Source: an optimization exercise on an open RTL-to-GDS flow (aim: small area). Production flows keep margins and buffers that such runs may drop. In this exercise RTL edits were held to simulation tests only and were not proved equivalent to the original. Power is estimated from default activity; no workload was simulated.

==> design.v <==
module id_stage_pipe #(
    parameter int XLEN      = 32,
    parameter int NREG      = 32,
    parameter int WB_BYPASS = 1
) (
    input  logic            clk,
    input  logic            rst,
    input  logic            if_valid,
    input  logic [31:0]     if_inst,
    input  logic [XLEN-1:0] if_pc,
    output logic            id_ready,
    input  logic            ex_flush,
    input  logic            wb_we,
    input  logic [4:0]      wb_rd,
    input  logic [XLEN-1:0] wb_data,
    output logic            ex_valid,
    output logic [XLEN-1:0] ex_pc,
    output logic [4:0]      ex_rs1,
    output logic [4:0]      ex_rs2,
    output logic [4:0]      ex_rd,
    output logic [XLEN-1:0] ex_rs1_data,
    output logic [XLEN-1:0] ex_rs2_data,
    output logic [XLEN-1:0] ex_imm,
    output logic [3:0]      ex_alu_ctrl,
    output logic [2:0]      ex_funct3,
    output logic            ex_regwrite,
    output logic            ex_memread,
    output logic            ex_memwrite,
    output logic            ex_alusrc,
    output logic            ex_memtoreg,
    output logic            ex_branch,
    output logic            ex_illegal
);
    localparam logic [6:0] OP_R = 7'b0110011, OP_I = 7'b0010011, OP_LD = 7'b0000011;
    localparam logic [6:0] OP_ST = 7'b0100011, OP_BR = 7'b1100011, OP_LUI = 7'b0110111;
    localparam logic [3:0] ALU_ADD = 4'd0, ALU_SUB = 4'd1, ALU_AND = 4'd2, ALU_OR = 4'd3;
    localparam logic [3:0] ALU_SLT = 4'd4, ALU_SLTU = 4'd5, ALU_XOR = 4'd6, ALU_SLL = 4'd7;
    localparam logic [3:0] ALU_SRL = 4'd8, ALU_SRA = 4'd9, ALU_PASSB = 4'd10;
    localparam logic [2:0] C_OTH = 3'd0, C_R = 3'd1, C_I = 3'd2, C_SH = 3'd3;
    localparam logic [2:0] C_LD = 3'd4, C_ST = 3'd5, C_BR = 3'd6, C_LUI = 3'd7;
    logic [31:0] rf_q [1:31];
    logic        v_q;
    logic [31:0] pc_q;
    logic [6:0]  f7_q;           
    logic [7:0]  lo_q;           
    logic [2:0]  cls_q, cls_d;
    logic [3:0]  a1_q, a2_q;     
    logic [7:0]  b1_q, b2_q;     
    logic [6:0]  opc;
    logic [4:0]  rs1, rs2;
    logic        use1, use2, hz;
    assign opc = if_inst[6:0];
    assign rs1 = if_inst[19:15];
    assign rs2 = if_inst[24:20];
    always_comb begin
        use1 = 1'b0;
        use2 = 1'b0;
        cls_d = C_OTH;
        case (opc)
            OP_R:   begin use1 = 1'b1; use2 = 1'b1; cls_d = C_R; end
            OP_I:   begin use1 = 1'b1; cls_d = (if_inst[13:12] == 2'b01) ? C_SH : C_I; end
            OP_LD:  begin use1 = 1'b1; cls_d = C_LD; end
            OP_ST:  begin use1 = 1'b1; use2 = 1'b1; cls_d = C_ST; end
            OP_BR:  begin use1 = 1'b1; use2 = 1'b1; cls_d = C_BR; end
            OP_LUI: cls_d = C_LUI;
            default: ;
        endcase
    end
    assign hz = ex_memread && ex_rd != 5'd0 && if_valid &&
                ((use1 && rs1 == ex_rd) || (use2 && rs2 == ex_rd));
    assign id_ready = ex_flush || !hz;
    always_ff @(posedge clk) begin
        v_q   <= if_valid && !(rst || ex_flush || hz);
        pc_q  <= if_pc;
        f7_q  <= if_inst[31:25];
        lo_q  <= if_inst[14:7];
        cls_q <= cls_d;
        a1_q  <= 4'b1 << rs1[1:0];
        b1_q  <= 8'b1 << rs1[4:2];
        a2_q  <= 4'b1 << rs2[1:0];
        b2_q  <= 8'b1 << rs2[4:2];
    end
    logic [31:0] wd;
    assign wd = rst ? 32'd0 : wb_data;
    always_ff @(posedge clk) begin
        for (int i = 1; i < 32; i++)
            if (rst || (wb_we && wb_rd == 5'(i))) rf_q[i] <= wd;
    end
    logic [2:0] f3;
    logic [6:0] f7;
    logic       is_r, is_i, is_sh, is_ld, is_st, is_br, is_lui, is_oth, bad;
    assign f3 = lo_q[7:5];
    assign f7 = f7_q;
    assign is_r   = cls_q == C_R;
    assign is_i   = cls_q == C_I;
    assign is_sh  = cls_q == C_SH;
    assign is_ld  = cls_q == C_LD;
    assign is_st  = cls_q == C_ST;
    assign is_br  = cls_q == C_BR;
    assign is_lui = cls_q == C_LUI;
    assign is_oth = cls_q == C_OTH;
    assign bad = is_oth ||
                 (is_r && !(f7 == 7'b0 || (f7 == 7'b0100000 && (f3 == 3'b000 || f3 == 3'b101)))) ||
                 (is_sh && !(f7 == 7'b0 || (f3[2] && f7 == 7'b0100000))) ||
                 (is_br && f3[1]);
    function automatic logic [3:0] f3_alu(input logic [2:0] f);
        case (f)
            3'b000:  f3_alu = ALU_ADD;
            3'b001:  f3_alu = ALU_SLL;
            3'b010:  f3_alu = ALU_SLT;
            3'b011:  f3_alu = ALU_SLTU;
            3'b100:  f3_alu = ALU_XOR;
            3'b101:  f3_alu = ALU_SRL;
            3'b110:  f3_alu = ALU_OR;
            default: f3_alu = ALU_AND;
        endcase
    endfunction
    always_comb begin
        ex_alu_ctrl = ALU_ADD;
        if (!bad) begin
            if (is_r)
                ex_alu_ctrl = f7[5] ? (f3[2] ? ALU_SRA : ALU_SUB) : f3_alu(f3);
            else if (is_i || is_sh)
                ex_alu_ctrl = (is_sh && f3[2] && f7[5]) ? ALU_SRA : f3_alu(f3);
            else if (is_br)
                ex_alu_ctrl = ALU_SUB;
            else if (is_lui)
                ex_alu_ctrl = ALU_PASSB;
        end
    end
    assign ex_valid    = v_q;
    assign ex_illegal  = v_q && bad;
    assign ex_regwrite = v_q && !bad && (is_r || is_i || is_sh || is_ld || is_lui);
    assign ex_memread  = v_q && is_ld;
    assign ex_memtoreg = v_q && is_ld;
    assign ex_memwrite = v_q && is_st;
    assign ex_alusrc   = v_q && !bad && (is_i || is_sh || is_ld || is_st || is_lui);
    assign ex_branch   = v_q && !bad && is_br;
    assign ex_pc     = pc_q;
    assign ex_rd     = lo_q[4:0];
    assign ex_funct3 = lo_q[7:5];
    assign ex_rs1    = {b1_q[7] | b1_q[6] | b1_q[5] | b1_q[4], b1_q[7] | b1_q[6] | b1_q[3] | b1_q[2],
                        b1_q[7] | b1_q[5] | b1_q[3] | b1_q[1], a1_q[3] | a1_q[2], a1_q[3] | a1_q[1]};
    assign ex_rs2    = {b2_q[7] | b2_q[6] | b2_q[5] | b2_q[4], b2_q[7] | b2_q[6] | b2_q[3] | b2_q[2],
                        b2_q[7] | b2_q[5] | b2_q[3] | b2_q[1], a2_q[3] | a2_q[2], a2_q[3] | a2_q[1]};
    always_comb begin
        case (cls_q)
            C_I, C_LD: ex_imm = {{20{f7_q[6]}}, f7_q, ex_rs2};
            C_SH:      ex_imm = {27'd0, ex_rs2};
            C_ST:      ex_imm = {{20{f7_q[6]}}, f7_q, lo_q[4:0]};
            C_BR:      ex_imm = {{20{f7_q[6]}}, lo_q[0], f7_q[5:0], lo_q[4:1], 1'b0};
            C_LUI:     ex_imm = {f7_q, ex_rs2, ex_rs1, lo_q[7:5], 12'd0};
            default:   ex_imm = 32'd0;
        endcase
    end
    logic [31:0] s1, s2, s1h, s2h;
    logic [31:0] sa1 [32], sa2 [32];     
    logic [31:0] rfz [32];
    logic [31:0] n1 [11], n2 [11];
    always_comb begin
        for (int b = 0; b < 32; b++) begin
            sa1[b] = (b < 16) ? s1 : s1h;
            sa2[b] = (b < 16) ? s2 : s2h;
        end
        rfz[0] = 32'd0;
        for (int i = 1; i < 32; i++) rfz[i] = rf_q[i];
    end
    id_sdec d1l (.a(a1_q), .b(b1_q), .s(s1));
    id_sdec d1h (.a(a1_q), .b(b1_q), .s(s1h));
    id_sdec d2l (.a(a2_q), .b(b2_q), .s(s2));
    id_sdec d2h (.a(a2_q), .b(b2_q), .s(s2h));
    for (genvar g = 0; g < 11; g++) begin : grp
        for (genvar b = 0; b < 32; b++) begin : bit_
            if (g < 10) begin : full
                id_sel3 u1 (.d({rfz[3*g+3][b], rfz[3*g+2][b], rfz[3*g+1][b]}),
                            .s(sa1[b][3*g+3:3*g+1]), .y_n(n1[g][b]));
                id_sel3 u2 (.d({rfz[3*g+3][b], rfz[3*g+2][b], rfz[3*g+1][b]}),
                            .s(sa2[b][3*g+3:3*g+1]), .y_n(n2[g][b]));
            end else begin : part
                assign n1[g][b] = ~(rfz[31][b] & sa1[b][31]);
                assign n2[g][b] = ~(rfz[31][b] & sa2[b][31]);
            end
        end
    end
    always_comb begin
        ex_rs1_data = ~((n1[0] & n1[1] & n1[2] & n1[3]) & (n1[4] & n1[5] & n1[6] & n1[7]) & (n1[8] & n1[9] & n1[10]));
        ex_rs2_data = ~((n2[0] & n2[1] & n2[2] & n2[3]) & (n2[4] & n2[5] & n2[6] & n2[7]) & (n2[8] & n2[9] & n2[10]));
    end
endmodule
module id_sel3 (
    input  logic [2:0] d,
    input  logic [2:0] s,
    output logic       y_n
);
    assign y_n = ~|(d & s);
endmodule
module id_sdec (
    input  logic [3:0]  a,
    input  logic [7:0]  b,
    output logic [31:0] s
);
    always_comb begin
        s[0] = 1'b0;
        for (int i = 1; i < 32; i++) s[i] = a[i % 4] & b[i / 4];
    end
endmodule
==> standard.sh <==
#!/bin/bash
# synth_recipe.tcl (not shown) runs the flow's synth.tcl, then flattens the netlist and writes it again
# the make line also repeats each setting of config.mk as NAME=value (left out here)
make -C /OpenROAD-flow-scripts/flow DESIGN_CONFIG=/design/flow/config.mk WORK_HOME=/design/flow/orfs CLKGATE_MAP_FILE= SYNTH_SCRIPT=/design/flow/synth_recipe.tcl "${@:-finish}"
==> constraint.sdc <==
create_clock -name core_clock -period 4.5 [get_ports {clk}]
set_input_delay 0.9000 -clock core_clock [delete_from_list [all_inputs] [get_ports {clk}]]
set_output_delay 0.9000 -clock core_clock [all_outputs]
set_load 0.01 [all_outputs]
==> config.mk <==
export PLATFORM = sky130hd
export DESIGN_NAME = id_stage_pipe
export DESIGN_NICKNAME = id_stage_pipe
export VERILOG_FILES = /design/flow/design.v
export SDC_FILE = /design/flow/constraint.sdc
export NUM_CORES = 4
export LEC_CHECK = 0
export CAP_MARGIN = 5
export CORE_MARGIN = 2
export CORE_UTILIZATION = 65
export CTS_CLUSTER_DIAMETER = 90
export CTS_CLUSTER_SIZE = 25
export SLEW_MARGIN = 5
export SYNTH_HIERARCHICAL = 1
export SYNTH_MINIMUM_KEEP_SIZE = 0
==> flow/run.sh <==
#!/bin/bash
# Own flow: the standard layout (standard.sh, unchanged synthesis and steps), except that
# the port buffers that global placement inserts on every input and output are buf_1 cells.
set -euo pipefail
cd "$(dirname "$0")/.."
export BUFFER_PORTS_ARGS="-buffer_cell sky130_fd_sc_hd__buf_1"
bash standard.sh finish > orfs_make.log 2>&1
==> impl_metrics.env <==
export IMPL_stdcell_count=3654
export IMPL_drt_wl_total_um=141000
export IMPL_seq_area_um2=31300
export IMPL_p_leak_nw=15.2
export IMPL_path_class="flop to output pin"
export IMPL_worstSkewPairLatency_ns=0.63
export IMPL_holdCritPathClass="input pin to flop"
export IMPL_dr_pass1_iters=22
export IMPL_cp_end_kind="output pin"
export IMPL_route_met2_wl_um=62500
export IMPL_fin_crit_sh=0.980
export IMPL_highest_layer="met5"
export IMPL_run_status="no timing/DRC/antenna violations"
export IMPL_maxCapViolCount=0
export IMPL_cts_root_buf="clkbuf_16"
export IMPL_overflow=0
export IMPL_antenna_found_initial=6
export IMPL_num_fill_cells=4033
export IMPL_dp_hpwl_um=85600
export IMPL_utilization=0.720
export IMPL_required_ns=3.60
export IMPL_hold_violations=0
export IMPL_grt_pass1_vias=29400
export IMPL_cp_start_kind="flop"
export IMPL_wl_met3_um=25800
export IMPL_cts_setup_buffers=0
export IMPL_die_w_um=258
export IMPL_syn_to_final_growth_pct=9.86
export IMPL_gp_congestion=0.975
export IMPL_relSlewSlack=0.0555
export IMPL_worstPathMaxFanout=16
export IMPL_dp_cells=3555
export IMPL_irDropWorstVdd_uv=410
export IMPL_drive_gt1_frac=0.0645
export IMPL_drv_slew=0
export IMPL_clock_path_buffers=3
export IMPL_final_nets=2857
export IMPL_syn_avg_cell_area_um2=17.4
export IMPL_syn_nets=2518
export IMPL_track_usage=0.412
export IMPL_wire_per_inst_um=38.5
export IMPL_wirelength_met1_um=46500
export IMPL_core_region_area_um2=64100
export IMPL_cts_hold_buf=0
export IMPL_via_per_inst=8.50
export IMPL_die_y_um=258
export IMPL_ys_warnings_count=20
export IMPL_grt_pass1_wl_um=198000
export IMPL_cts_resized=0
export IMPL_htreeDepth=2
export IMPL_setup_violations=0
export IMPL_rsz0062_at_grt="no"
export IMPL_multiInputGateArea_um2=10900
export IMPL_tightest_slew_ns=1.41
export IMPL_layout_min_cycle_time_ns=4.41
export IMPL_numCtsBuffers=48
export IMPL_cts_tree="built"
export IMPL_io_pins=265
export IMPL_syn_inst=2412
export IMPL_power_density_nw_per_um2=409
export IMPL_clk_pin_slew_ns=0.10
export IMPL_syn_cell_area_um2=42000
export IMPL_cts_num_sinks=1067
export IMPL_start_util=0.655
export IMPL_num_vias=31100
export IMPL_skew_ns=0.00653
export IMPL_ant_nets=0
export IMPL_die_area_um2=66700
export IMPL_numPortBuffers=264
export IMPL_grt_max_degree=33
export IMPL_drc=0
export IMPL_fmax_mhz=227
export IMPL_drt_first_iter_violations=9714
export IMPL_rows=93
export IMPL_crit_arrival_ns=3.51
[final cells by class]
class	count	share of cell area
timing repair buffer	322	0.0316
sequential	1067	0.678
clock buffer	87	0.0297
antenna	8	0.000434
tap	855	0.0232
inverter	11	0.000895
clock inverter	3	0.000542
multi-input combinational	1301	0.236
[sequential cells by signal, summed over array words and instances, names as in the netlist]
name and cells:
a2_q 4, cls_q 3, rf_q 992, pc_q 32
v_q 1, b2_q 8, a1_q 4, lo_q 8
b1_q 8, f7_q 7
[path summary, 6_finish.rpt]
path,depth (start not counted),startpoint,endpoint,slack [ns]
max,5,a2_q[0]$_SDFF_PP0_,ex_rs2_data[3],0.09
min,1,if_pc[4],pc_q[4]$_DFF_P_,0.33
max reg2reg,5,cls_q[2]$_SDFF_PN0_,v_q$_DFF_P_,2.62
min reg2reg,4,lo_q[2]$_DFF_P_,v_q$_DFF_P_,1.00
[critical path: stages (launching register included)]
cell and delay, ns:
dfxtp_1 0.82, and2_1 1.08, a222oi_1 0.25, nand4_1 0.30
a2111o_1 0.22, buf_1 0.19
[report_power, final]
part,internal [W],total [W],leakage (nW),switching [W]
clock network,0.00209,0.00505,0.658,0.00296
logic,0.000409,0.00159,4.30,0.00118
registers,0.0117,0.0122,10.2,0.000497
[per-layer routing]
layer	up-vias	GRT usage
met5	-	0
met4	8	0.129
met3	477	0.139
met2	3344	0.627
met1	15100	0.571
li1	12100	-
[through the flow]
step / cell area, µm² / hold slack, ns / setup TNS [ns] / worst slack [ns] / total power, W
floorplan: 42000 / 0.843 / -2.50 / -0.0397 / 0.0130
global placement: 44700 / 0.975 / 0 / 0.966 / 0.0138
detailed placement: 44700 / 0.993 / 0 / 0.908 / 0.0140
CTS: 46100 / 0.322 / 0 / 0.308 / 0.0188
global route: 46100 / 0.334 / 0 / 0.163 / 0.0193
finish: 46100 / 0.333 / 0 / 0.0882 / 0.0189
[cells in the final DEF, fill, tap and decap left out, types with 3 or more instances in the layout]
master and instances:
edfxtp_1 992, a222oi_1 640, buf_1 263, and2_1 131, nand4_1 130, nand2_1 123
dfxtp_1 75, a2111o_1 64, buf_4 55, clkbuf_16 49, clkbuf_1 38, nor2b_2 31
nor2_1 28, o21ai_0 19, a21oi_1 12, inv_1 10, nor2b_1 10, nor3_1 9
nand2_2 9, o21ai_4 9, diode_2 8, xor2_1 8, nand2b_1 7, nand3_1 7
nor3b_1 7, o31ai_4 6, nor4_1 5, xnor2_1 4, or4_1 4, mux2i_1 3
and3_1 3, a21o_1 3, o41ai_4 3

-- port drivers added, routing unchanged --
No port has a modelled driver above. Below, the same layout with a new extraction and two added sets of constraints.
Step 1 sets driving cells, clkbuf_16 on the clock port and buf_2 on the other inputs (assumed; they add their load-dependent delay and slew).
Step 2 times the ports against the registers' clock, not the clock port: input delays grow and output delays shrink by t, the midpoint of the rising clock arrivals with the driver on.
Slacks: ideal ports / drivers / drivers and shift; pairs: ideal ports / drivers.
t (ns): 0.708
slack for setup (ns): 0.088 / 0.020 / 0.728
clock arrival spread, ns: 0.035 / 0.035
After both steps setup and hold are still met in this run. The setup slack of this run moves by -0.068 ns with the drivers and by +0.640 ns with both steps.
